This is an optimization exercise on Yosys and OpenROAD, whose aim is small area, not a production implementation.
The RTL was checked by simulation tests, not by an equivalence proof against the original design.
Power and IR drop assume default switching activity.

$ cat flow/design.v
package rvIsaPkg;
    typedef logic [31:0] word_t;
    typedef logic [31:0] addr_t;
    typedef logic [31:0] instr_t;
    typedef logic [4:0]  regAddr_t;
    localparam logic [6:0] OPCODE_OP     = 7'b0110011;
    localparam logic [6:0] OPCODE_OP_IMM = 7'b0010011;
    localparam logic [6:0] OPCODE_STORE  = 7'b0100011;
    localparam logic [2:0] F3_ADD = 3'b000;  
    localparam logic [2:0] F3_SLT = 3'b010;
    localparam logic [2:0] F3_XOR = 3'b100;
    localparam logic [2:0] F3_OR  = 3'b110;
    localparam logic [2:0] F3_AND = 3'b111;
    localparam logic [2:0] F3_SW  = 3'b010;
    localparam logic [6:0] F7_SUB = 7'b0100000;
    localparam int RD_LSB     = 7;
    localparam int FUNCT3_LSB = 12;
    localparam int RS1_LSB    = 15;
    localparam int RS2_LSB    = 20;
    localparam int FUNCT7_LSB = 25;
    localparam instr_t NOP_INSTR = 32'h0000_0013;  
endpackage
package rvCorePkg;
    typedef logic [2:0] aluOp_t;
    localparam aluOp_t ALU_ADD = 3'd0;
    localparam aluOp_t ALU_SUB = 3'd1;
    localparam aluOp_t ALU_AND = 3'd2;
    localparam aluOp_t ALU_OR  = 3'd3;
    localparam aluOp_t ALU_XOR = 3'd4;
    localparam aluOp_t ALU_SLT = 3'd5;  
    typedef logic [1:0] fwdSel_t;
    localparam fwdSel_t FWD_RF  = 2'd0;  
    localparam fwdSel_t FWD_WB  = 2'd1;  
    localparam fwdSel_t FWD_MEM = 2'd2;  
    localparam logic [31:0] PC_STEP  = 32'd4;
    localparam logic [31:0] RESET_PC = 32'd0;
endpackage
`timescale 1ns/10ps
module fetchStage (
    input  logic            clk,
    input  logic            rstN,
    output rvIsaPkg::addr_t pc,
    output logic            idValid
);
    logic [31:2] pcWord, pcNext;
    logic [31:2] pcCarry;
    always_comb begin
        pcCarry[2] = 1'b1;
        for (int i = 3; i < 32; i++) begin
            pcCarry[i] = pcCarry[i-1] & pcWord[i-1];
        end
    end
    assign pcNext = pcWord ^ pcCarry;
    always_ff @(posedge clk or negedge rstN) begin
        if (!rstN) begin
            pcWord <= '0;
        end else begin
            pcWord <= pcNext;
        end
    end
    assign pc = {pcWord, 2'b00};
    always_ff @(posedge clk or negedge rstN) begin
        if (!rstN) begin
            idValid <= 1'b0;
        end else begin
            idValid <= 1'b1;
        end
    end
endmodule
`timescale 1ns/10ps
module regReadPort (
    input  logic [31:1][31:0] regs,
    input  logic [31:1]       sel,
    output rvIsaPkg::word_t   data
);
    logic [10:0][31:0] grp;
    always_comb begin
        for (int g = 0; g < 10; g++) begin
            grp[g] = ({32{sel[3*g+1]}} & regs[3*g+1]) |
                     ({32{sel[3*g+2]}} & regs[3*g+2]) |
                     ({32{sel[3*g+3]}} & regs[3*g+3]);
        end
        grp[10] = {32{sel[31]}} & regs[31];
    end
    assign data = (grp[0] | grp[1] | grp[2] | grp[3]) |
                  (grp[4] | grp[5] | grp[6] | grp[7]) |
                  (grp[8] | grp[9] | grp[10]);
endmodule
module regFile (
    input  logic               clk,
    input  logic               rstN,
    input  rvIsaPkg::regAddr_t rs1Addr,
    input  rvIsaPkg::regAddr_t rs2Addr,
    input  rvIsaPkg::regAddr_t wbRd,
    input  rvIsaPkg::word_t    wbResult,
    input  logic               wbRegWrite,  
    output rvIsaPkg::word_t    rs1Data,
    output rvIsaPkg::word_t    rs2Data
);
    logic [31:1][31:0] regs;
    logic [31:1]       valid, we, sel1, sel2;
    logic [3:0] wrHi, rd1Hi, rd2Hi;
    logic [7:0] wrLo, rd1Lo, rd2Lo;
    always_comb begin
        for (int k = 0; k < 4; k++) begin
            wrHi[k]  = wbRegWrite && (wbRd[4:3] == k[1:0]);
            rd1Hi[k] = (rs1Addr[4:3] == k[1:0]);
            rd2Hi[k] = (rs2Addr[4:3] == k[1:0]);
        end
        for (int k = 0; k < 8; k++) begin
            wrLo[k]  = (wbRd[2:0] == k[2:0]);
            rd1Lo[k] = (rs1Addr[2:0] == k[2:0]);
            rd2Lo[k] = (rs2Addr[2:0] == k[2:0]);
        end
        for (int i = 1; i < 32; i++) begin
            we[i]   = wrHi[i/8] && wrLo[i%8];
            sel1[i] = valid[i] && rd1Hi[i/8] && rd1Lo[i%8];
            sel2[i] = valid[i] && rd2Hi[i/8] && rd2Lo[i%8];
        end
    end
    always_ff @(posedge clk or negedge rstN) begin
        if (!rstN) begin
            valid <= '0;
        end else begin
            valid <= valid | we;
        end
    end
    always_ff @(posedge clk) begin
        for (int i = 1; i < 32; i++) begin
            if (we[i]) begin
                regs[i] <= wbResult;
            end
        end
    end
    regReadPort readPort1 (.regs(regs), .sel(sel1), .data(rs1Data));
    regReadPort readPort2 (.regs(regs), .sel(sel2), .data(rs2Data));
endmodule
`timescale 1ns/10ps
module decodeStage (
    input  logic               clk,
    input  logic               rstN,
    input  rvIsaPkg::instr_t   instr,
    input  logic               idValid,
    output rvIsaPkg::regAddr_t exRs1,
    output rvIsaPkg::regAddr_t exRs2,    
    output rvIsaPkg::regAddr_t exRd,     
    output logic [6:0]         exImmHi,  
    output logic [2:0]         exFunct3,
    output logic               exUseImm,
    output logic               exRegWrite,
    output logic               exStore
);
    logic [6:0] opcode, funct7;
    logic [2:0] funct3;
    logic [4:0] rd;
    logic       isOp, isOpImm, isStore, f3Ok, legalAlu;
    assign opcode = instr[6:0];
    assign funct3 = instr[rvIsaPkg::FUNCT3_LSB +: 3];
    assign funct7 = instr[rvIsaPkg::FUNCT7_LSB +: 7];
    assign rd     = instr[rvIsaPkg::RD_LSB +: 5];
    assign isOp    = (opcode == rvIsaPkg::OPCODE_OP);
    assign isOpImm = (opcode == rvIsaPkg::OPCODE_OP_IMM);
    assign isStore = (opcode == rvIsaPkg::OPCODE_STORE);
    assign f3Ok = (funct3 == rvIsaPkg::F3_ADD) || (funct3 == rvIsaPkg::F3_SLT) ||
                  (funct3 == rvIsaPkg::F3_XOR) || (funct3 == rvIsaPkg::F3_OR)  ||
                  (funct3 == rvIsaPkg::F3_AND);
    assign legalAlu = f3Ok && (isOpImm ||
                      (isOp && ((funct7 == 7'b0) ||
                                ((funct7 == rvIsaPkg::F7_SUB) && (funct3 == rvIsaPkg::F3_ADD)))));
    always_ff @(posedge clk or negedge rstN) begin
        if (!rstN) begin
            exRegWrite <= 1'b0;
            exStore    <= 1'b0;
        end else begin
            exRegWrite <= idValid && legalAlu && (rd != '0);  
            exStore    <= idValid && isStore && (funct3 == rvIsaPkg::F3_SW);
        end
    end
    always_ff @(posedge clk) begin
        exRs1    <= instr[rvIsaPkg::RS1_LSB +: 5];
        exRs2    <= instr[rvIsaPkg::RS2_LSB +: 5];
        exRd     <= rd;
        exImmHi  <= funct7;
        exFunct3 <= isStore ? rvIsaPkg::F3_ADD : funct3;  
        exUseImm <= !isOp;
    end
endmodule
`timescale 1ns/10ps
module executeStage (
    input  logic               clk,
    input  logic               rstN,
    input  rvIsaPkg::regAddr_t exRs2,
    input  rvIsaPkg::regAddr_t exRd,
    input  logic [6:0]         exImmHi,
    input  logic [2:0]         exFunct3,
    input  logic               exUseImm,
    input  logic               exStore,
    input  rvIsaPkg::word_t    rs1Data,
    input  rvIsaPkg::word_t    rs2Data,
    output rvIsaPkg::word_t    aluOut,
    output rvIsaPkg::word_t    dMemAddr,
    output rvIsaPkg::word_t    dMemData,
    output logic               dMemWrite
);
    rvIsaPkg::word_t imm, opB, opBx, gen, prop, sum;
    logic [31:0]     grpG, grpP, carry;
    logic            inv, lt;
    assign imm  = {{20{exImmHi[6]}}, exImmHi, exStore ? exRd : exRs2};
    assign opB  = exUseImm ? imm : rs2Data;
    assign inv  = (!exUseImm && exImmHi[5]) || (exFunct3[2:1] == 2'b01);
    assign opBx = opB ^ {32{inv}};
    assign gen  = rs1Data & opBx;
    assign prop = rs1Data ^ opBx;
    always_comb begin
        grpG    = gen;
        grpP    = prop;
        grpG[0] = gen[0] | (prop[0] & inv);
        for (int l = 0; l < 5; l++) begin
            for (int i = 0; i < 32; i++) begin
                if (i[l]) begin
                    grpG[i] = grpG[i] | (grpP[i] & grpG[((i >> l) << l) - 1]);
                    grpP[i] = grpP[i] & grpP[((i >> l) << l) - 1];
                end
            end
        end
    end
    assign carry = {grpG[30:0], inv};
    assign sum   = prop ^ carry;
    assign lt    = prop[31] ? sum[31] : rs1Data[31];
    always_comb begin
        case (exFunct3)
            rvIsaPkg::F3_SLT: aluOut = {31'b0, lt};
            rvIsaPkg::F3_XOR: aluOut = prop;
            rvIsaPkg::F3_OR:  aluOut = prop | gen;
            rvIsaPkg::F3_AND: aluOut = gen;
            default:          aluOut = sum;
        endcase
    end
    always_ff @(posedge clk or negedge rstN) begin
        if (!rstN) begin
            dMemWrite <= 1'b0;
        end else begin
            dMemWrite <= exStore;
        end
    end
    always_ff @(posedge clk) begin
        dMemAddr <= sum;
        dMemData <= rs2Data;
    end
endmodule
`timescale 1ns/10ps
module rvPipe (
    input  logic             clk,
    input  logic             rstN,
    output rvIsaPkg::addr_t  instrAddr,
    input  rvIsaPkg::instr_t instr,
    output rvIsaPkg::word_t  dMemAddr,
    output rvIsaPkg::word_t  dMemData,
    output logic             dMemWrite
);
    logic               idValid;
    rvIsaPkg::regAddr_t exRs1, exRs2, exRd;
    logic [6:0]         exImmHi;
    logic [2:0]         exFunct3;
    logic               exUseImm, exRegWrite, exStore;
    rvIsaPkg::word_t    rs1Data, rs2Data, aluOut;
    fetchStage fetchStageInst (
        .clk     (clk),
        .rstN    (rstN),
        .pc      (instrAddr),
        .idValid (idValid)
    );
    decodeStage decodeStageInst (
        .clk(clk), .rstN(rstN), .instr(instr), .idValid(idValid),
        .exRs1(exRs1), .exRs2(exRs2), .exRd(exRd), .exImmHi(exImmHi),
        .exFunct3(exFunct3), .exUseImm(exUseImm),
        .exRegWrite(exRegWrite), .exStore(exStore)
    );
    regFile regFileInst (
        .clk        (clk),
        .rstN       (rstN),
        .rs1Addr    (exRs1),
        .rs2Addr    (exRs2),
        .wbRd       (exRd),
        .wbResult   (aluOut),
        .wbRegWrite (exRegWrite),
        .rs1Data    (rs1Data),
        .rs2Data    (rs2Data)
    );
    executeStage executeStageInst (
        .clk(clk), .rstN(rstN),
        .exRs2(exRs2), .exRd(exRd), .exImmHi(exImmHi), .exFunct3(exFunct3),
        .exUseImm(exUseImm), .exStore(exStore),
        .rs1Data(rs1Data), .rs2Data(rs2Data), .aluOut(aluOut),
        .dMemAddr(dMemAddr), .dMemData(dMemData), .dMemWrite(dMemWrite)
    );
endmodule
$ cat flow/flow/run.sh
#!/bin/bash
# Own layout flow: the standard flow, except that synthesis maps the logic
# with an area-oriented ABC script and no adder cells (each module on its own),
# ports are buffered with the smallest buffer, and CTS adds no dummy loads.
# Each step's full output goes to a log file in the work folder.
set -euo pipefail
W=$(pwd)

# 1. synthesis (the registers come out as in the standard flow's own synthesis)
OWN_ABC_SCRIPT="$W/flow/area.abc" bash standard.sh \
  SYNTH_SCRIPT="$W/flow/synth_own.tcl" SYNTH_HIERARCHICAL=1 SYNTH_MINIMUM_KEEP_SIZE=0 \
  ADDER_MAP_FILE= synth > "$W/own_synth.log" 2>&1

# 2. floorplan to final layout
bash standard.sh \
  BUFFER_PORTS_ARGS="-buffer_cell sky130_fd_sc_hd__buf_1" \
  CTS_ARGS="-sink_clustering_enable -repair_clock_nets -dont_use_dummy_load -buf_list sky130_fd_sc_hd__clkbuf_8 -sink_clustering_size 16 -sink_clustering_max_diameter 50" \
  finish > "$W/own_layout.log" 2>&1

test -s "$W/out/final.def"
$ cat flow/flow/area.abc
strash
&get -n
&nf -R 1000
&put
$ cat flow/flow/synth_own.tcl
# The standard flow's synthesis script (synth_recipe.tcl), with one change: ABC maps the
# logic with the script named by OWN_ABC_SCRIPT instead of ORFS's speed script.
proc synth {args} { yosys synth -nofsm -noshare {*}$args }
set own_f [open $::env(SCRIPTS_DIR)/synth.tcl]
set own_txt [read $own_f]
close $own_f
set own_txt [string map [list {log_cmd abc {*}$abc_args} {log_cmd abc {*}[lreplace $abc_args 1 1 $::env(OWN_ABC_SCRIPT)]}] $own_txt]
if { [string first OWN_ABC_SCRIPT $own_txt] < 0 } { error "could not place the ABC script" }
eval $own_txt
# left out here: clear keep_hierarchy, flatten, clean up, hide names made inside functions, write 1_2_yosys.v
$ cat flow/standard.sh
#!/bin/bash
# synth_recipe.tcl (not shown) runs the flow's synth.tcl, then flattens the netlist and writes it again
# the make line also repeats each setting of config.mk as NAME=value (left out here)
make -C /OpenROAD-flow-scripts/flow DESIGN_CONFIG=/design/flow/config.mk WORK_HOME=/design/flow/orfs CLKGATE_MAP_FILE= SYNTH_SCRIPT=/design/flow/synth_recipe.tcl "${@:-finish}"
$ cat flow/config.mk
export PLATFORM = sky130hd
export DESIGN_NAME = rvPipe
export DESIGN_NICKNAME = rvPipe
export VERILOG_FILES = /design/flow/design.v
export SDC_FILE = /design/flow/constraint.sdc
export NUM_CORES = 4
export LEC_CHECK = 0
export CAP_MARGIN = 20
export CORE_MARGIN = 2
export CORE_UTILIZATION = 65
export CTS_BUF_LIST = sky130_fd_sc_hd__clkbuf_8
export CTS_CLUSTER_DIAMETER = 50
export CTS_CLUSTER_SIZE = 16
export SETUP_SLACK_MARGIN = 0.4
export SLEW_MARGIN = 20
$ cat flow/constraint.sdc
create_clock -name core_clock -period 7.0 [get_ports {clk}]
set_input_delay 1.4000 -clock core_clock [delete_from_list [all_inputs] [get_ports {clk}]]
set_output_delay 1.4000 -clock core_clock [all_outputs]
set_load 0.01 [all_outputs]
==> results of run 1 <==
## cell usage after synthesis (all sizes together), types with 3 or more instances
cell	count
and3b	4
a21oi	37
xor2	20
xnor2	104
clkinv	22
nor2b	4
mux2i	12
or3	4
o21ai	60
nand3b	5
o31ai	3
dfxtp	90
nand3	14
and3	66
dfrtp	65
or2	36
a222oi	640
nand2b	6
edfxtp	992
o221ai	31
nand2	127
nand4	196
nor3b	6
nor3	8
a31oi	3
or4	3
nor2	136
o311ai	3
and2	6
o41ai	4
mux2	31
## layout make-up
type                       count  area (um2)  share of cell area [%]
multi-input combinational   1592       12500                    24.8
clock buffer                 104        1430                    2.83
antenna                        5        12.5                  0.0247
inverter                      22        82.6                   0.163
sequential                  1147       33200                    65.7
tap                          940        1180                    2.33
timing repair buffer         325        2100                    4.15
## flip-flops by register name, summed over array words and instances, names as in the netlist, 7 cells and up
| name | cells |
|---|---|
| fetchStageInst.pcWord | 30 |
| decodeStageInst.exImmHi | 7 |
| executeStageInst.dMemData | 32 |
| regFileInst.valid | 31 |
| regFileInst.regs | 992 |
| executeStageInst.dMemAddr | 32 |
## modules after synthesis, one instance, submodules excluded, excerpt
module / cells / area [um2] / flops+latches / times used
fetchStage: 100 / 1200 / 31 / 1
regFile: 1187 / 31500 / 1023 / 1
decodeStage: 48 / 699 / 28 / 1
regReadPort: 480 / 4040 / 0 / 2
executeStage: 466 / 4040 / 65 / 1
## worst max-delay path by stage
stage               depth (start not counted)                               to
floorplan                                  15    regFileInst.regs[0]$_DFFE_PP_
global placement                           24  regFileInst.regs[160]$_DFFE_PP_
detailed placement                         24   regFileInst.regs[96]$_DFFE_PP_
CTS                                        20  regFileInst.regs[192]$_DFFE_PP_
global route                               25  regFileInst.regs[960]$_DFFE_PP_
finish                                     20  regFileInst.regs[960]$_DFFE_PP_
## cells by family after synthesis
family	count (synthesis)	synth area share [%]
xor+xnor	124	2.38
other cells	2	0.0165
buf+inv	24	0.214
simple gates	627	7.19
compound gates	794	16.2
mux	43	1.03
flops	1147	72.9
## stage by stage
stage / setup slack (ns) / std cells / hold slack, ns
6_report: 0.548 / 4135 / 0.492
5_1_grt: 0.430 / 4132 / 0.507
4_1_cts: 0.441 / 4128 / 0.490
3_5_place_dp: 0.303 / 4024 / 0.476
3_3_place_gp: 0.447 / 4024 / 0.457
2_1_floorplan: 0.427 / 2762 / 0.449
## what timing repair did
action / 4_1_cts / 5_1_grt
cloned: 0 / 1
endpoints found under the setup margin: 94 / 427
resized for setup: 5 / 22
setup buffers: 0 / 1
pin swaps: 0 / 3
## power breakdown
| group | switching, mW | total, mW | internal, mW |
|---|---|---|---|
| clock network | 2.08 | 3.40 | 1.32 |
| registers | 0.0202 | 7.64 | 7.62 |
| logic | 0.465 | 0.583 | 0.119 |
| total | 2.57 | 11.6 | 9.05 |
## layer usage
metal  track usage (%)  wire length, um  part of all wire (%)  vias to the layer above
li1                  -                -                     -                    13600
met1              58.2            51900                    31                    17000
met2              65.6            70900                    43                     3906
met3              16.1            30000                    18                      792
met4              29.7            13200                   7.9                        4
met5                 0               24                 0.014                        -
## critical path: cells and delay by family, from the launching register on
family          cells  cell delay (ns)
buf+inv             3             0.73
compound gates      8             2.36
flops               1             0.45
simple gates        9             2.58
==> impl_results.md, run 1 <==
- Synth Warn #: 11
- WHS Endpoint: fetchStageInst.pcWord[31]$_DFF_PN0_
- Gpl congestion: 0.989
- Cell repeated most along the worst path: buf_4
- Via count: 35200
- CP Cell Sequence: and3b_1, and3_1, buf_4, a222oi_1, nand4_1, nor2_1, nand4_1, or2_0, nand2_1, nor2_1, a311o_1, a41oi_2, o41ai_2, buf_4, nand2b_1, o21ai_0, o32ai_1, o21ai_2, buf_4, o21ai_2
- Port bufs: 128
- Syn Inst Count: 2761
- Worst reg2reg path startpoint: decodeStageInst.exRs1[0]$_DFF_P_
- Final Cycle Share: 92.2%
- Count of cell types in the netlist: 48
- Worst skew pair latency: 0.76 ns
- RSZ-0062 raised after global routing: no
- Max_cap viols: 0
- Highest Clock Rate: 0.155 GHz
- Detailed placement HPWL: 105000 um
- Post-synth ARST share: 5.67%
- Setup crit start kind: flip-flop
- Critical path capture point type: flip-flop
- Starting density of the core: 65.4%
- CP arrival: 6.88 ns
- Gr usage total: 45.2%
- Synth area leaders: edfxtp_1 (65%), a222oi_1 (14%), dfxtp_1 (4.0%), dfrtp_1 (3.6%), nand4_1 (2.7%)
- Number of synthesized flops with an enable pin: 992
- Worst stage delay on the critical path: 0.59 ns
- Cts bufs inserted: 104
- Via-to-Cell Ratio: 8.52
- Final Instance Area: 0.0506 mm2
- Post-DR wirelength/cell: 40.1 um
- Clk buf depth: 3
- Layout cells sized above 1: 11.6%
- Register-to-Register Path Depth: 20
- Initial drt markers: 10400
- VDD IR max: 175 uV
- FF-to-FF End: regFileInst.regs[960]$_DFFE_PP_
- TNS Setup: 0 ns
- Fin util: 72.6%
- Max-slew violations: 0
- Vias in the first global route: 33400
- Largest net degree at the start of global routing: 66
- Hold wc startpoint: fetchStageInst.pcWord[31]$_DFF_PN0_
- Synth Flop Type: edfxtp_1
- Layout fillers: 4517
- Commonest non-fill, non-tap cells in the layout: edfxtp_1 (992), a222oi_1 (640), nand4_1 (196)
- Final hold viol count: 0
- Leakage power: 16.5 nW
- WS Path Type: flip-flop to flip-flop
- Setup Viol. Count Final: 0
- Core ar.: 0.0697 mm2
- Remaining antenna violation count after routing: 0
- Slew headroom: 23.3%
- Minimum clock period: 6.45 ns
- Placed instance area: 0.0490 mm2
- First-pass GRT wire length: 230000 um
- Worst-path clk slew: 0.08 ns
- Die footprint: 0.0722 mm2
- Root Driver: clkbuf_8
- Antenna violations before repair: 8
- Hold Path Class: flip-flop to flip-flop
- Crit path max fanout: 15
- Area leader, netlist: edfxtp_1
- Die width: 269 um
- Tightest Pin Transition: 1.15 ns
- Status: timing/DRC/antenna clean
- Routed wire length: 166000 um
- FF+latch count, synth: 1147
- Post-CTS Hold Buffers: 0
- Net count reported at finish: 3226
- Mapped Area: 0.0455 mm2
- Power density over cell area: 230 mW/mm2
- Row count: 97
- # IOs: 131
- Power, Total: 11.6 mW
- Top-area cell type share of the netlist area: 65.4%
- Max Clock Skew: 0.103 ns
- H-tree Lvls: 3
- Critical Path Source: decodeStageInst.exRs1[0]$_DFF_P_
- Area growth from synthesis to layout: 11.0%
- Mean post-synth cell area: 16.5 um2
- Worst Hold Depth: 1
- Worst EP required: 7.43 ns
- Die Y: 269 um
- CTS Sinks: 1147
- Sequential element share of the synthesized area: 72.9%
- CTS tree: built
- Pre-antenna DRT Iters: 15
- DRC errors left: 0
- R2R Setup Slk: 0.55 ns
- Leading cell type in the layout, fill and taps excluded: edfxtp_1
- GRT Residual Overflow: 0
- Worst path slowest cell: nor2_1
==> run 2: changes to the inputs <==
--- a/flow/design.v
+++ b/flow/design.v
@@ -202,13 +202,15 @@
     output rvIsaPkg::word_t    dMemData,
     output logic               dMemWrite
 );
-    rvIsaPkg::word_t imm, opB, opBx, gen, prop, sum;
+    rvIsaPkg::word_t opBx, gen, prop, sum, rs2Part, immPart;
     logic [31:0]     grpG, grpP, carry;
-    logic            inv, lt;
-    assign imm  = {{20{exImmHi[6]}}, exImmHi, exStore ? exRd : exRs2};
-    assign opB  = exUseImm ? imm : rs2Data;
+    logic [11:0]     imm;
+    logic            inv, lt, kP, kG, kC;
+    assign imm  = {exImmHi, exStore ? exRd : exRs2};
     assign inv  = (!exUseImm && exImmHi[5]) || (exFunct3[2:1] == 2'b01);
-    assign opBx = opB ^ {32{inv}};
+    assign rs2Part = rs2Data & {32{!exUseImm}};
+    assign immPart = exUseImm ? ({{20{imm[11]}}, imm} ^ {32{inv}}) : {32{inv}};
+    assign opBx = rs2Part ^ immPart;
     assign gen  = rs1Data & opBx;
     assign prop = rs1Data ^ opBx;
     always_comb begin
@@ -225,16 +227,15 @@
         end
     end
     assign carry = {grpG[30:0], inv};
+    assign lt    = prop[31] ? !carry[31] : rs1Data[31];
     assign sum   = prop ^ carry;
-    assign lt    = prop[31] ? sum[31] : rs1Data[31];
-    always_comb begin
-        case (exFunct3)
-            rvIsaPkg::F3_SLT: aluOut = {31'b0, lt};
-            rvIsaPkg::F3_XOR: aluOut = prop;
-            rvIsaPkg::F3_OR:  aluOut = prop | gen;
-            rvIsaPkg::F3_AND: aluOut = gen;
-            default:          aluOut = sum;
-        endcase
+    assign kC = (exFunct3 == rvIsaPkg::F3_ADD);
+    assign kP = (exFunct3 == rvIsaPkg::F3_ADD) || (exFunct3 == rvIsaPkg::F3_XOR) ||
+                (exFunct3 == rvIsaPkg::F3_OR);
+    assign kG = (exFunct3 == rvIsaPkg::F3_OR) || (exFunct3 == rvIsaPkg::F3_AND);
+    always_comb begin
+        aluOut    = (prop & {32{kP}}) ^ (gen & {32{kG}}) ^ (carry & {32{kC}});
+        aluOut[0] = aluOut[0] | ((exFunct3 == rvIsaPkg::F3_SLT) && lt);
     end
     always_ff @(posedge clk or negedge rstN) begin
         if (!rstN) begin
==> flow/flow/area.abc (replaced) <==
strash
 &get -n
 &dch
 &nf -R 1000 -p
 &put
==> impl_results.md, run 2 <==
- Status: timing/DRC/antenna clean
- Final hold viol count: 0
- Slew headroom: 30.3%
- Highest Clock Rate: 0.156 GHz
- Top-area cell type share of the netlist area: 65.9%
- Pre-antenna DRT Iters: 13
- Row count: 96
- Count of cell types in the netlist: 39
- Area leader, netlist: edfxtp_1
- Layout cells sized above 1: 10.2%
- WHS: 0.481 ns
- CP bufs+invs: 2
- Final Cycle Share: 91.4%
- Die footprint: 0.0716 mm2
- Most flops, register: regFileInst.regs
- Power density over cell area: 224 mW/mm2
- WS Path Type: flip-flop to flip-flop
- H-tree Lvls: 3
- Setup Viol. Count Final: 0
- FF+latch count, synth: 1147
- Port bufs: 128
- Crit path max fanout: 31
- Net count reported at finish: 3171
- Worst stage delay on the critical path: 0.63 ns
- Synth Flop Type: edfxtp_1
- Max-slew violations: 0
- Sequential element share of the synthesized area: 73.5%
- Post-synth ARST share: 5.67%
- Initial drt markers: 10300
- # IOs: 131
- CP delay by family, top: compound AO/OA/AOI/OAI gates
- Via count: 34200
- Antenna violations before repair: 6
- Setup crit start kind: flip-flop
- Syn Inst Count: 2758
- Cts bufs inserted: 98
- Detailed placement HPWL: 94300 um
- Largest register FFs: 992
- Core ar.: 0.0687 mm2
- Synth Warn #: 11
- GRT Residual Overflow: 0
- Worst-path clk slew: 0.09 ns
- TNS Setup: 0 ns
- CP arrival: 6.87 ns
- Minimum clock period: 6.40 ns
- Commonest non-fill, non-tap cells in the layout: edfxtp_1 (992), a222oi_1 (640), nand4_1 (194)
- Most common library cells after synthesis: edfxtp_1 (992), a222oi_1 (640), nand4_1 (194), nor2_1 (139), nand2_1 (134)
- Die Y: 268 um
- Placed cells: 3966
- Max_cap viols: 0
- Root Driver: clkbuf_8
- Number of synthesized flops with an enable pin: 992
- CTS Sinks: 1147
- First-pass GRT wire length: 223000 um
- Worst EP required: 7.47 ns
- Clk buf depth: 3
- Placed instance area: 0.0485 mm2
- Area growth from synthesis to layout: 10.5%
- Leakage power: 16.8 nW
- Via-to-Cell Ratio: 8.39
- Gpl congestion: 1.04
- CP Cell Sequence: and3b_1, and3_1, buf_4, a222oi_1, nand4_1, nor2_1, nand4_1, a21oi_1, a31oi_1, xnor2_1, o21a_1, o21a_1, a21oi_1, a21oi_1, o31ai_1, a311o_1, o21a_1, o31ai_4, buf_4
- Final Instance Area: 0.0499 mm2
- Layout fillers: 4397
- Leading cell type in the layout, fill and taps excluded: edfxtp_1
- Top-count cell post-synth: edfxtp_1
- Vias in the first global route: 33400
- Starting density of the core: 65.8%
- Worst skew pair latency: 0.77 ns
- CTS tree: built
- Worst path slowest cell: a21oi_1
- Synth area leaders: edfxtp_1 (66%), a222oi_1 (14%), dfxtp_1 (4.0%), dfrtp_1 (3.6%), nand4_1 (2.7%)
- Post-DR wirelength/cell: 38.7 um
- Largest net degree at the start of global routing: 66
- Hold Path Class: flip-flop to flip-flop
- Critical path capture point type: flip-flop
- Tightest Pin Transition: 1.04 ns
- DRC errors left: 0
- Setup ws final: 0.601 ns
- Remaining antenna violation count after routing: 0
- Die width: 268 um
- RSZ-0062 raised after global routing: no
- Non-filler cells, final: 4072
- VDD IR max: 182 uV
- Mean post-synth cell area: 16.4 um2
- Setup WS pre-CTS: 0.219 ns
- Post-CTS Hold Buffers: 0
- Gr usage total: 43.8%
- Routed wire length: 158000 um
- Largest regs: regFileInst.regs: 992 flops, executeStageInst.dMemAddr: 32 flops, executeStageInst.dMemData: 32 flops
- Mapped Area: 0.0452 mm2
- Max Clock Skew: 0.0768 ns
==> run 2: changes by cell type in the layout (fill, tap and decap cells not counted), sizes merged, moves of 31 or more <==
cell / before / now
buf: 325 / 279
a31oi: 3 / 36
o21ai: 61 / 29
o22ai: 0 / 32
mux2: 31 / 0
o221ai: 31 / 0
==> run 2: layer usage <==
layer | up-vias | global-route usage [%] | share of wire (%)
li1 | 13400 | - | -
met2 | 3736 | 63.6 | 43
met5 | - | 0.208 | 0.0063
met4 | 2 | 29.0 | 8.0
met1 | 16400 | 57.3 | 31
met3 | 688 | 13.8 | 17
==> run 2: cell type report <==
class	instances	area [um2]	share of cell area, %
clock buffer	98	1350	2.70
timing repair buffer	279	1630	3.26
inverter	15	56.3	0.113
sequential	1147	33200	66.6
multi-input combinational	1596	12500	25.0
tap	931	1160	2.33
antenna	6	15.0	0.0301
==> run 2: repair_timing <==
action                     4_1_cts  5_1_grt
gates cloned                     0        1
setup endpoints to repair       31      141
pin swaps                        0        3
buffers inserted                 0        1
resized for setup                1        3
==> run 2: Yosys stat by module (local to each module, per instance), excerpt <==
module        cell area [um2]  copies in the design  flops+latches
fetchStage               1190                     1             31
regFile                 31500                     1           1023
decodeStage               688                     1             28
executeStage             3710                     1             65
regReadPort              4040                     2              0
==> run 2: cell families (layout without fill, tap and decap cells) <==
| family | after synthesis | after routing | share of synthesized area [%] |
|---|---|---|---|
| xor+xnor | 114 | 115 | 2.21 |
| flops | 1147 | 1147 | 73.5 |
| compound gates | 815 | 815 | 16.4 |
| simple gates | 663 | 663 | 7.68 |
| buf+inv | 17 | 392 | 0.158 |
| other cells | 2 | 9 | 0.0166 |
==> run 2: final timing paths <==
| path | from | end | slack, ns | depth (start not counted) |
|---|---|---|---|---|
| max in group asynchronous | rstN | regFileInst.valid[29]$_DFF_PN0_ | 5.44 | 2 |
| setup / recovery | decodeStageInst.exRs2[1]$_DFF_P_ | regFileInst.regs[832]$_DFFE_PP_ | 0.60 | 19 |
| hold reg to reg | fetchStageInst.pcWord[31]$_DFF_PN0_ | fetchStageInst.pcWord[31]$_DFF_PN0_ | 0.48 | 1 |
| setup reg to reg | decodeStageInst.exRs2[1]$_DFF_P_ | regFileInst.regs[832]$_DFFE_PP_ | 0.60 | 19 |
| hold / removal | fetchStageInst.pcWord[31]$_DFF_PN0_ | fetchStageInst.pcWord[31]$_DFF_PN0_ | 0.48 | 1 |
| min in group asynchronous | rstN | fetchStageInst.pcWord[11]$_DFF_PN0_ | 0.87 | 2 |
==> run 2: power breakdown <==
group | leakage [nW] | total [mW] | internal [mW] | switching (mW)
clock network | 0.705 | 3.29 | 1.24 | 2.05
logic | 4.48 | 0.393 | 0.0976 | 0.295
registers | 11.6 | 7.50 | 7.48 | 0.0198
==> run 2: per-stage QoR <==
stage / util (%) / power, mW
floorplan: - / 7.84
finish: 72.6 / 11.2
CTS: 72.5 / 11.2
detailed placement: 70.5 / 8.03
global placement: 70.5 / 8.01
global route: 72.6 / 11.4
==> run 3: changes to the inputs <==
--- a/flow/config.mk
+++ b/flow/config.mk
@@ -7,9 +7,9 @@
 export LEC_CHECK = 0
 export CAP_MARGIN = 20
 export CORE_MARGIN = 2
-export CORE_UTILIZATION = 65
+export CORE_UTILIZATION = 75
 export CTS_BUF_LIST = sky130_fd_sc_hd__clkbuf_8
 export CTS_CLUSTER_DIAMETER = 50
 export CTS_CLUSTER_SIZE = 16
-export SETUP_SLACK_MARGIN = 0.4
+export SETUP_SLACK_MARGIN = 0.3
 export SLEW_MARGIN = 20
==> impl_results.md, run 3 <==
- Status: timing/DRC/antenna clean
- Leakage power: 16.7 nW
- Die footprint: 0.0622 mm2
- Die Y: 249 um
- Critical path capture point type: flip-flop
- Via-to-Cell Ratio: 9.17
- Largest register FFs: 992
- Gr usage total: 50.1%
- Most flops, register: regFileInst.regs
- GRT Residual Overflow: 0
- Pre-antenna DRT Iters: 17
- Synth Warn #: 11
- Top-area cell type share of the netlist area: 65.9%
- Port bufs: 128
- Largest regs: regFileInst.regs: 992 flops, executeStageInst.dMemAddr: 32 flops, executeStageInst.dMemData: 32 flops
- Leading cell type in the layout, fill and taps excluded: edfxtp_1
- Most common library cells after synthesis: edfxtp_1 (992), a222oi_1 (640), nand4_1 (194), nor2_1 (139), nand2_1 (134)
- CP arrival: 7.15 ns
- Critical Path Source: decodeStageInst.exRs2[0]$_DFF_P_
- Via count: 35700
- R2R Setup Slk: 0.34 ns
- Root Driver: clkbuf_8
- Detailed placement HPWL: 92800 um
- Hold Path Class: flip-flop to flip-flop
- Syn Inst Count: 2758
- Sequential element share of the synthesized area: 73.5%
- Mapped Area: 0.0452 mm2
- Setup crit start kind: flip-flop
- Worst reg2reg path startpoint: decodeStageInst.exRs2[0]$_DFF_P_
- Top-count cell post-synth: edfxtp_1
- DRC errors left: 0
- Highest routed layer: met5
- First-pass GRT wire length: 226000 um
- Vias in the first global route: 34800
- Post-synth ARST share: 5.67%
- Cts bufs inserted: 92
- Die width: 249 um
- Synth Flop Type: edfxtp_1
- Commonest non-fill, non-tap cells in the layout: edfxtp_1 (992), a222oi_1 (640), nand4_1 (194)
- Area growth from synthesis to layout: 9.83%
- Power, Total: 11.1 mW
- Layout cells sized above 1: 9.93%
- Synth area leaders: edfxtp_1 (66%), a222oi_1 (14%), dfxtp_1 (4.0%), dfrtp_1 (3.6%), nand4_1 (2.7%)
- Ant diodes: 0
- Worst setup path end: regFileInst.regs[798]$_DFFE_PP_
- Setup Viol. Count Final: 0
- Antenna violations before repair: 1
- Slew headroom: 19.5%
- Clk buf depth: 3
- DRT met1 WL: 44600 um
- Gpl congestion: 1.04
- CTS tree: built
- Highest Clock Rate: 0.150 GHz
- RSZ-0062 raised after global routing: no
- Mean post-synth cell area: 16.4 um2
- CTS Sinks: 1147
- Worst-path clk slew: 0.09 ns
- # IOs: 131
- Post-DR wirelength/cell: 40.7 um
- Final hold viol count: 0
- Power density over cell area: 223 mW/mm2
- Max_cap viols: 0
- Met2 WL: 65700 um
- Core ar.: 0.0592 mm2
- Final Cycle Share: 95.1%
- Max Clock Skew: 0.0891 ns
- Minimum clock period: 6.66 ns
- WS Path Type: flip-flop to flip-flop
- Count of cell types in the netlist: 39
- Placed cells: 3799
- FF+latch count, synth: 1147
- Routed wire length: 158000 um
- Met3 wire length: 31500 um
- Setup WS pre-CTS: 0.296 ns
- Tightest Pin Transition: 1.21 ns
- Max-slew violations: 0
- Starting density of the core: 76.3%
- Row count: 89
- Initial drt markers: 13300
- Remaining antenna violation count after routing: 0
- Largest net degree at the start of global routing: 66
- Net count reported at finish: 3159
- H-tree Lvls: 3
- TNS Setup: 0 ns
- Worst EP required: 7.49 ns
- Worst skew pair latency: 0.76 ns
- Setup ws final: 0.341 ns
- FF-to-FF End: regFileInst.regs[798]$_DFFE_PP_
- Non-filler cells, final: 3896
- Crit path max fanout: 30
- Register-to-Register Path Depth: 20
- Number of synthesized flops with an enable pin: 992
- Layout fillers: 2806
- Area leader, netlist: edfxtp_1
- VDD IR max: 197 uV
## run 3: cell counts after synthesis
No cell type changed its count.
## run 3: kinds of logic after synthesis
group,count (synthesis),share of synthesized area [%]
flops,1147,73.5
compound gates,815,16.4
simple gates,663,7.68
xor+xnor,114,2.21
buf+inv,17,0.158
other cells,2,0.0166
## run 3: per-stage QoR
stage | cell area [um2] | hold slack [ns] | util (%)
after floorplan | 45200 | 0.449 | -
after global placement | 48200 | 0.463 | 81.4
after detailed placement | 48200 | 0.466 | 81.4
after CTS | 49500 | 0.477 | 83.5
after global routing | 49600 | 0.501 | 83.8
final | 49600 | 0.479 | 83.8
## run 3: worst min path at each step
stage | startpoint | cells past startpoint | endpoint
floorplan | regFileInst.valid[10]$_DFF_PN0_ | 1 | regFileInst.valid[10]$_DFF_PN0_
global placement | fetchStageInst.pcWord[31]$_DFF_PN0_ | 1 | fetchStageInst.pcWord[31]$_DFF_PN0_
detailed placement | fetchStageInst.pcWord[31]$_DFF_PN0_ | 1 | fetchStageInst.pcWord[31]$_DFF_PN0_
CTS | fetchStageInst.pcWord[31]$_DFF_PN0_ | 1 | fetchStageInst.pcWord[31]$_DFF_PN0_
global route | fetchStageInst.pcWord[31]$_DFF_PN0_ | 1 | fetchStageInst.pcWord[31]$_DFF_PN0_
finish | fetchStageInst.pcWord[31]$_DFF_PN0_ | 1 | fetchStageInst.pcWord[31]$_DFF_PN0_
## run 3: metal layers
layer | GRT usage [%] | vias to the layer above
met1 | 64.4 | 16300
met5 | 0 | -
met2 | 71.2 | 4915
met3 | 19.1 | 1179
met4 | 35.4 | 2
li1 | - | 13400
## run 3: area by class of cell
type                    count  area (um2)  area share [%]
flip-flops and latches   1147       33200            66.9
multi-input cells        1597       12500            25.2
repair buffers            272        1590            3.20
clock buffers              92        1270            2.55
well taps                 773         967            1.95
inverters                  15        56.3           0.113
## run 3: what timing repair did
action                                  CTS  global route
endpoints found under the setup margin   44           185
cloned                                    0             2
buffers inserted                          0             3
gates resized for setup                   2             8
hold endpoints to repair                  0             0
pin swaps                                 0             3
hold buffers                              0             0
## run 3: critical path, stage by stage (launching register included)
cell	delay (ns)
dfxtp_1	0.50
nor3b_1	0.60
and3_1	0.33
buf_4	0.51
a222oi_1	0.24
nand4_1	0.32
nor2_1	0.24
nand4_1	0.16
a21oi_1	0.09
xnor2_1	0.25
xor2_1	0.26
clkinv_1	0.12
o21ai_0	0.19
buf_4	0.16
a31oi_1	0.28
o2111ai_2	0.39
nand2_1	0.29
o21ai_0	0.40
nand2_1	0.52
xnor2_4	0.32
buf_4	0.20
## run 3: power breakdown
part | total, mW | internal (mW) | switching (mW)
clock network | 3.20 | 1.17 | 2.02
logic | 0.393 | 0.0980 | 0.295
registers | 7.50 | 7.48 | 0.0236
total | 11.1 | 8.75 | 2.34
## run 3: modules after synthesis, one instance, submodules excluded, a selection
module / cells / copies in the design / cell area, um2
regFile: 1187 / 1 / 31500
regReadPort: 480 / 2 / 4040
executeStage: 469 / 1 / 3710
fetchStage: 93 / 1 / 1190
decodeStage: 49 / 1 / 688
==> run 4: changes to the inputs <==
--- a/flow/design.v
+++ b/flow/design.v
@@ -94,35 +94,29 @@
     input  rvIsaPkg::regAddr_t wbRd,
     input  rvIsaPkg::word_t    wbResult,
     input  logic               wbRegWrite,  
+    input  logic               wbClear,     
     output rvIsaPkg::word_t    rs1Data,
     output rvIsaPkg::word_t    rs2Data
 );
     logic [31:1][31:0] regs;
-    logic [31:1]       valid, we, sel1, sel2;
+    logic [31:1]       we, sel1, sel2;
     logic [3:0] wrHi, rd1Hi, rd2Hi;
     logic [7:0] wrLo, rd1Lo, rd2Lo;
     always_comb begin
         for (int k = 0; k < 4; k++) begin
-            wrHi[k]  = wbRegWrite && (wbRd[4:3] == k[1:0]);
+            wrHi[k]  = (wbRegWrite && (wbRd[4:3] == k[1:0])) || wbClear;
             rd1Hi[k] = (rs1Addr[4:3] == k[1:0]);
             rd2Hi[k] = (rs2Addr[4:3] == k[1:0]);
         end
         for (int k = 0; k < 8; k++) begin
-            wrLo[k]  = (wbRd[2:0] == k[2:0]);
+            wrLo[k]  = (wbRd[2:0] == k[2:0]) || wbClear;
             rd1Lo[k] = (rs1Addr[2:0] == k[2:0]);
             rd2Lo[k] = (rs2Addr[2:0] == k[2:0]);
         end
         for (int i = 1; i < 32; i++) begin
             we[i]   = wrHi[i/8] && wrLo[i%8];
-            sel1[i] = valid[i] && rd1Hi[i/8] && rd1Lo[i%8];
-            sel2[i] = valid[i] && rd2Hi[i/8] && rd2Lo[i%8];
-        end
-    end
-    always_ff @(posedge clk or negedge rstN) begin
-        if (!rstN) begin
-            valid <= '0;
-        end else begin
-            valid <= valid | we;
+            sel1[i] = rd1Hi[i/8] && rd1Lo[i%8];
+            sel2[i] = rd2Hi[i/8] && rd2Lo[i%8];
         end
     end
     always_ff @(posedge clk) begin
@@ -195,6 +189,7 @@
     input  logic [2:0]         exFunct3,
     input  logic               exUseImm,
     input  logic               exStore,
+    input  logic               exClear,    
     input  rvIsaPkg::word_t    rs1Data,
     input  rvIsaPkg::word_t    rs2Data,
     output rvIsaPkg::word_t    aluOut,
@@ -229,13 +224,13 @@
     assign carry = {grpG[30:0], inv};
     assign lt    = prop[31] ? !carry[31] : rs1Data[31];
     assign sum   = prop ^ carry;
-    assign kC = (exFunct3 == rvIsaPkg::F3_ADD);
-    assign kP = (exFunct3 == rvIsaPkg::F3_ADD) || (exFunct3 == rvIsaPkg::F3_XOR) ||
-                (exFunct3 == rvIsaPkg::F3_OR);
-    assign kG = (exFunct3 == rvIsaPkg::F3_OR) || (exFunct3 == rvIsaPkg::F3_AND);
+    assign kC = !exClear && (exFunct3 == rvIsaPkg::F3_ADD);
+    assign kP = !exClear && ((exFunct3 == rvIsaPkg::F3_ADD) || (exFunct3 == rvIsaPkg::F3_XOR) ||
+                             (exFunct3 == rvIsaPkg::F3_OR));
+    assign kG = !exClear && ((exFunct3 == rvIsaPkg::F3_OR) || (exFunct3 == rvIsaPkg::F3_AND));
     always_comb begin
         aluOut    = (prop & {32{kP}}) ^ (gen & {32{kG}}) ^ (carry & {32{kC}});
-        aluOut[0] = aluOut[0] | ((exFunct3 == rvIsaPkg::F3_SLT) && lt);
+        aluOut[0] = aluOut[0] | (!exClear && (exFunct3 == rvIsaPkg::F3_SLT) && lt);
     end
     always_ff @(posedge clk or negedge rstN) begin
         if (!rstN) begin
@@ -285,13 +280,14 @@
         .wbRd       (exRd),
         .wbResult   (aluOut),
         .wbRegWrite (exRegWrite),
+        .wbClear    (!idValid),      
         .rs1Data    (rs1Data),
         .rs2Data    (rs2Data)
     );
     executeStage executeStageInst (
         .clk(clk), .rstN(rstN),
         .exRs2(exRs2), .exRd(exRd), .exImmHi(exImmHi), .exFunct3(exFunct3),
-        .exUseImm(exUseImm), .exStore(exStore),
+        .exUseImm(exUseImm), .exStore(exStore), .exClear(!idValid),
         .rs1Data(rs1Data), .rs2Data(rs2Data), .aluOut(aluOut),
         .dMemAddr(dMemAddr), .dMemData(dMemData), .dMemWrite(dMemWrite)
     );
--- a/flow/config.mk
+++ b/flow/config.mk
@@ -7,9 +7,9 @@
 export LEC_CHECK = 0
 export CAP_MARGIN = 20
 export CORE_MARGIN = 2
-export CORE_UTILIZATION = 75
+export CORE_UTILIZATION = 65
 export CTS_BUF_LIST = sky130_fd_sc_hd__clkbuf_8
 export CTS_CLUSTER_DIAMETER = 50
 export CTS_CLUSTER_SIZE = 16
-export SETUP_SLACK_MARGIN = 0.3
+export SETUP_SLACK_MARGIN = 0.4
 export SLEW_MARGIN = 20
==> impl_results.md, run 4 <==
- CTS tree: built
- CP Cell Sequence: nand2b_1, nor2_2, buf_4, a222oi_1, nand4_1, nor2_1, nand4_1, xnor2_1, nor2_1, nand2_1, o211ai_1, nand2_1, nand3_1, a31oi_1, buf_4, nor2_1, o31ai_1, nor2_1, xor2_2, buf_4
- Vias in the first global route: 32600
- Final Cycle Share: 91.5%
- Worst reg2reg path startpoint: decodeStageInst.exRs1[4]$_DFF_P_
- Die footprint: 0.0699 mm2
- Via count: 33900
- WHS: 0.480 ns
- Tightest Pin Transition: 1.15 ns
- First-pass GRT wire length: 224000 um
- Count of cell types in the netlist: 41
- # IOs: 131
- R2R Setup Slk: 0.60 ns
- Worst stage delay on the critical path: 0.91 ns
- Root Driver: clkbuf_8
- Sw Share: 27.6%
- DRC errors left: 0
- Sequential element share of the synthesized area: 73.6%
- RSZ-0062 raised after global routing: no
- Core ar.: 0.0672 mm2
- Post-synth ARST share: 3.05%
- Pre-antenna DRT Iters: 14
- Leakage power: 15.8 nW
- Highest Clock Rate: 0.156 GHz
- Critical path capture point type: flip-flop
- Hold Path Class: flip-flop to flip-flop
- Synth area leaders: edfxtp_1 (68%), a222oi_1 (15%), dfxtp_1 (4.1%), nand4_1 (2.8%), dfrtp_1 (1.9%)
- Net count reported at finish: 3118
- VDD IR max: 233 uV
- CTS Sinks: 1116
- Initial drt markers: 11300
- Cell repeated most along the worst path: nor2_1
- Slew headroom: 23.2%
- Combinational Power Share: 13.8%
- Clk buf depth: 3
- Largest net degree at the start of global routing: 40
- Hold wc startpoint: fetchStageInst.pcWord[31]$_DFF_PN0_
- Max Clock Skew: 0.117 ns
- Port bufs: 128
- Gr usage total: 45.2%
- Clock group share of total power: 23.7%
- CP delay by family, top: simple AND/OR/NAND/NOR gates
- Top-area cell type share of the netlist area: 67.6%
- Area growth from synthesis to layout: 10.9%
- Remaining antenna violation count after routing: 0
- Setup bufs post-CTS: 0
- Most flops, register: regFileInst.regs
- Sequential share of power: 62.5%
- Synth Flop Type: edfxtp_1
- Post-DR wirelength/cell: 40.6 um
- Worst path slowest cell: nor2_1
- Cts bufs inserted: 92
- H-tree Lvls: 3
- Detailed placement HPWL: 98900 um
- Power density over cell area: 273 mW/mm2
- CP arrival: 6.91 ns
- Worst-path clk slew: 0.10 ns
- Register-to-Register Path Depth: 20
- Mapped Area: 0.0441 mm2
- Worst skew pair latency: 0.77 ns
- Mean post-synth cell area: 16.3 um2
- GRT Residual Overflow: 0
- Area leader, netlist: edfxtp_1
- Via-to-Cell Ratio: 8.55
- Max_cap viols: 0
- FF+latch count, synth: 1116
- Number of synthesized flops with an enable pin: 992
- Commonest non-fill, non-tap cells in the layout: edfxtp_1 (992), a222oi_1 (640), nand4_1 (195)
- Worst EP required: 7.51 ns
- Layout cells sized above 1: 12.5%
- Largest regs: regFileInst.regs: 992 flops, executeStageInst.dMemAddr: 32 flops, executeStageInst.dMemData: 32 flops
- Power, Total: 13.4 mW
- Die width: 264 um
- TNS Setup: 0 ns
- Switching pwr: 3.69 mW
- Row count: 95
- Worst Hold Depth: 1
- Antenna violations before repair: 6
- Starting density of the core: 65.7%
- CP bufs+invs: 3
- Routed wire length: 161000 um
- Top-count cell post-synth: edfxtp_1
- Syn Inst Count: 2705
- WHS Endpoint: fetchStageInst.pcWord[31]$_DFF_PN0_
- Setup crit start kind: flip-flop
- Largest register FFs: 992
- Status: timing/DRC/antenna clean
- Critical Path Source: decodeStageInst.exRs1[4]$_DFF_P_
- Gpl congestion: 1.05
- Most common library cells after synthesis: edfxtp_1 (992), a222oi_1 (640), nor2_1 (206), nand4_1 (195), nand2_1 (132)
- Final hold viol count: 0
- Crit path max fanout: 25
- FF-to-FF End: regFileInst.regs[531]$_DFFE_PP_
- Minimum clock period: 6.40 ns
- Synth Warn #: 11
- Leading cell type in the layout, fill and taps excluded: edfxtp_1
- Setup Viol. Count Final: 0
- Max-slew violations: 0
- P_int: 9.67 mW
- Die Y: 264 um
- WS Path Type: flip-flop to flip-flop
[run 4: changes by cell type after synthesis, sizes merged, moves of 15 or more]
| cell | before | now |
|---|---|---|
| and3 | 66 | 0 |
| dfrtp | 65 | 34 |
| nor2 | 139 | 206 |
| or2 | 34 | 8 |
| xnor2 | 78 | 63 |
| xor2 | 36 | 51 |
[run 4: kinds of logic (layout without fill, tap and decap cells)]
logic type / count (synthesis) / after routing / share of synthesized area, %
xor gates and xnor gates: 114 / 114 / 2.26
AOI/OAI and AO/OA: 820 / 820 / 16.9
adders and majority gates: 1 / 1 / 0.0227
DFF: 1116 / 1116 / 73.6
and+or+nand+nor: 628 / 628 / 6.99
other: 2 / 7 / 0.0170
buffers and inverters: 24 / 400 / 0.221
[run 4: layout make-up]
class,instances,area [um2]
sequential,1116,32400
fill,4229,18300
multi-input combinational,1566,12300
timing repair buffer,286,1680
clock buffer,92,1270
tap,873,1090
inverter,22,82.6
antenna,4,10.0
[run 4: worst max path at each step]
stage	endpoint	depth (start not counted)
after floorplan	regFileInst.regs[125]$_DFFE_PP_	21
after global placement	regFileInst.regs[30]$_DFFE_PP_	26
after detailed placement	regFileInst.regs[30]$_DFFE_PP_	26
after CTS	regFileInst.regs[478]$_DFFE_PP_	26
after global routing	regFileInst.regs[352]$_DFFE_PP_	24
final	regFileInst.regs[531]$_DFFE_PP_	20
[run 4: what timing repair did]
item,in CTS,in global routing
hold buffers,0,0
pin swaps,0,0
endpoints found under the setup margin,24,276
endpoints found under the hold margin,0,0
resized for setup,1,7
[run 4: power by group through the flow]
stage / Sequential [mW] / Clock, mW / Combinational [mW]
2_1_floorplan: 8.46 / 0 / 0.814
3_3_place_gp: 8.43 / 0 / 1.72
3_5_place_dp: 8.47 / 0 / 1.76
4_1_cts: 8.32 / 3.13 / 1.76
5_1_grt: 8.38 / 3.36 / 1.89
6_report: 8.34 / 3.16 / 1.85
[run 4: per-layer routing]
metal  vias up  global-route usage [%]  routed length (um)
met5         -                    1.04                  97
met4         6                    27.2               11600
met3       682                    18.1               31500
met2      3898                    63.9               67200
met1     16100                    59.2               50200
li1      13200                       -                   -
[run 4: modules after synthesis (local to each module, per instance)]
module / cells inside / copies in the design
decodeStage: 49 / 1
fetchStage: 93 / 1
executeStage: 473 / 1
rvPipe: 1 / 1
regFile: 1129 / 1
regReadPort: 480 / 2
[run 4: per-stage QoR]
step	setup WS (ns)	area [um2]	cells	utilization (%)
2_1_floorplan	0.418	44100	2706	-
3_3_place_gp	0.438	47600	3862	70.8
3_5_place_dp	0.215	47600	3863	70.9
4_1_cts	0.543	48900	3955	72.8
5_1_grt	0.412	48900	3956	72.8
6_report	0.595	48900	3959	72.8

## port drivers added, routing unchanged
The results above use ideal ports. As a check the final layouts listed here were re-extracted and re-timed, cells and wires unchanged.
Step 1 sets driving cells, clkbuf_16 on the clock port and buf_2 on the other inputs (assumed; they add their load-dependent delay and slew).
Step 2 moves the port delays by t, midway between the first and last clock arrival at a register: inputs arrive t later, outputs are due t later. That takes back most of the time a late clock gives input paths.
Three values: ideal ports, drivers, drivers and shift; two values: the first two.
| run | t (ns) | slack for setup (ns) | worst setup path after step 2 | cell pins on the clock port's net |
|---|---|---|---|---|
| run 1 | 0.773 | 0.548 / 0.548 / 0.548 | register to register | 1 |
| run 2 | 0.806 | 0.601 / 0.601 / 0.601 | register to register | 1 |
| run 3 | 0.781 | 0.341 / 0.341 / 0.341 | register to register | 1 |
| run 4 | 0.780 | 0.595 / 0.595 / 0.595 | register to register | 1 |
After both steps setup and hold are still met in every run listed.
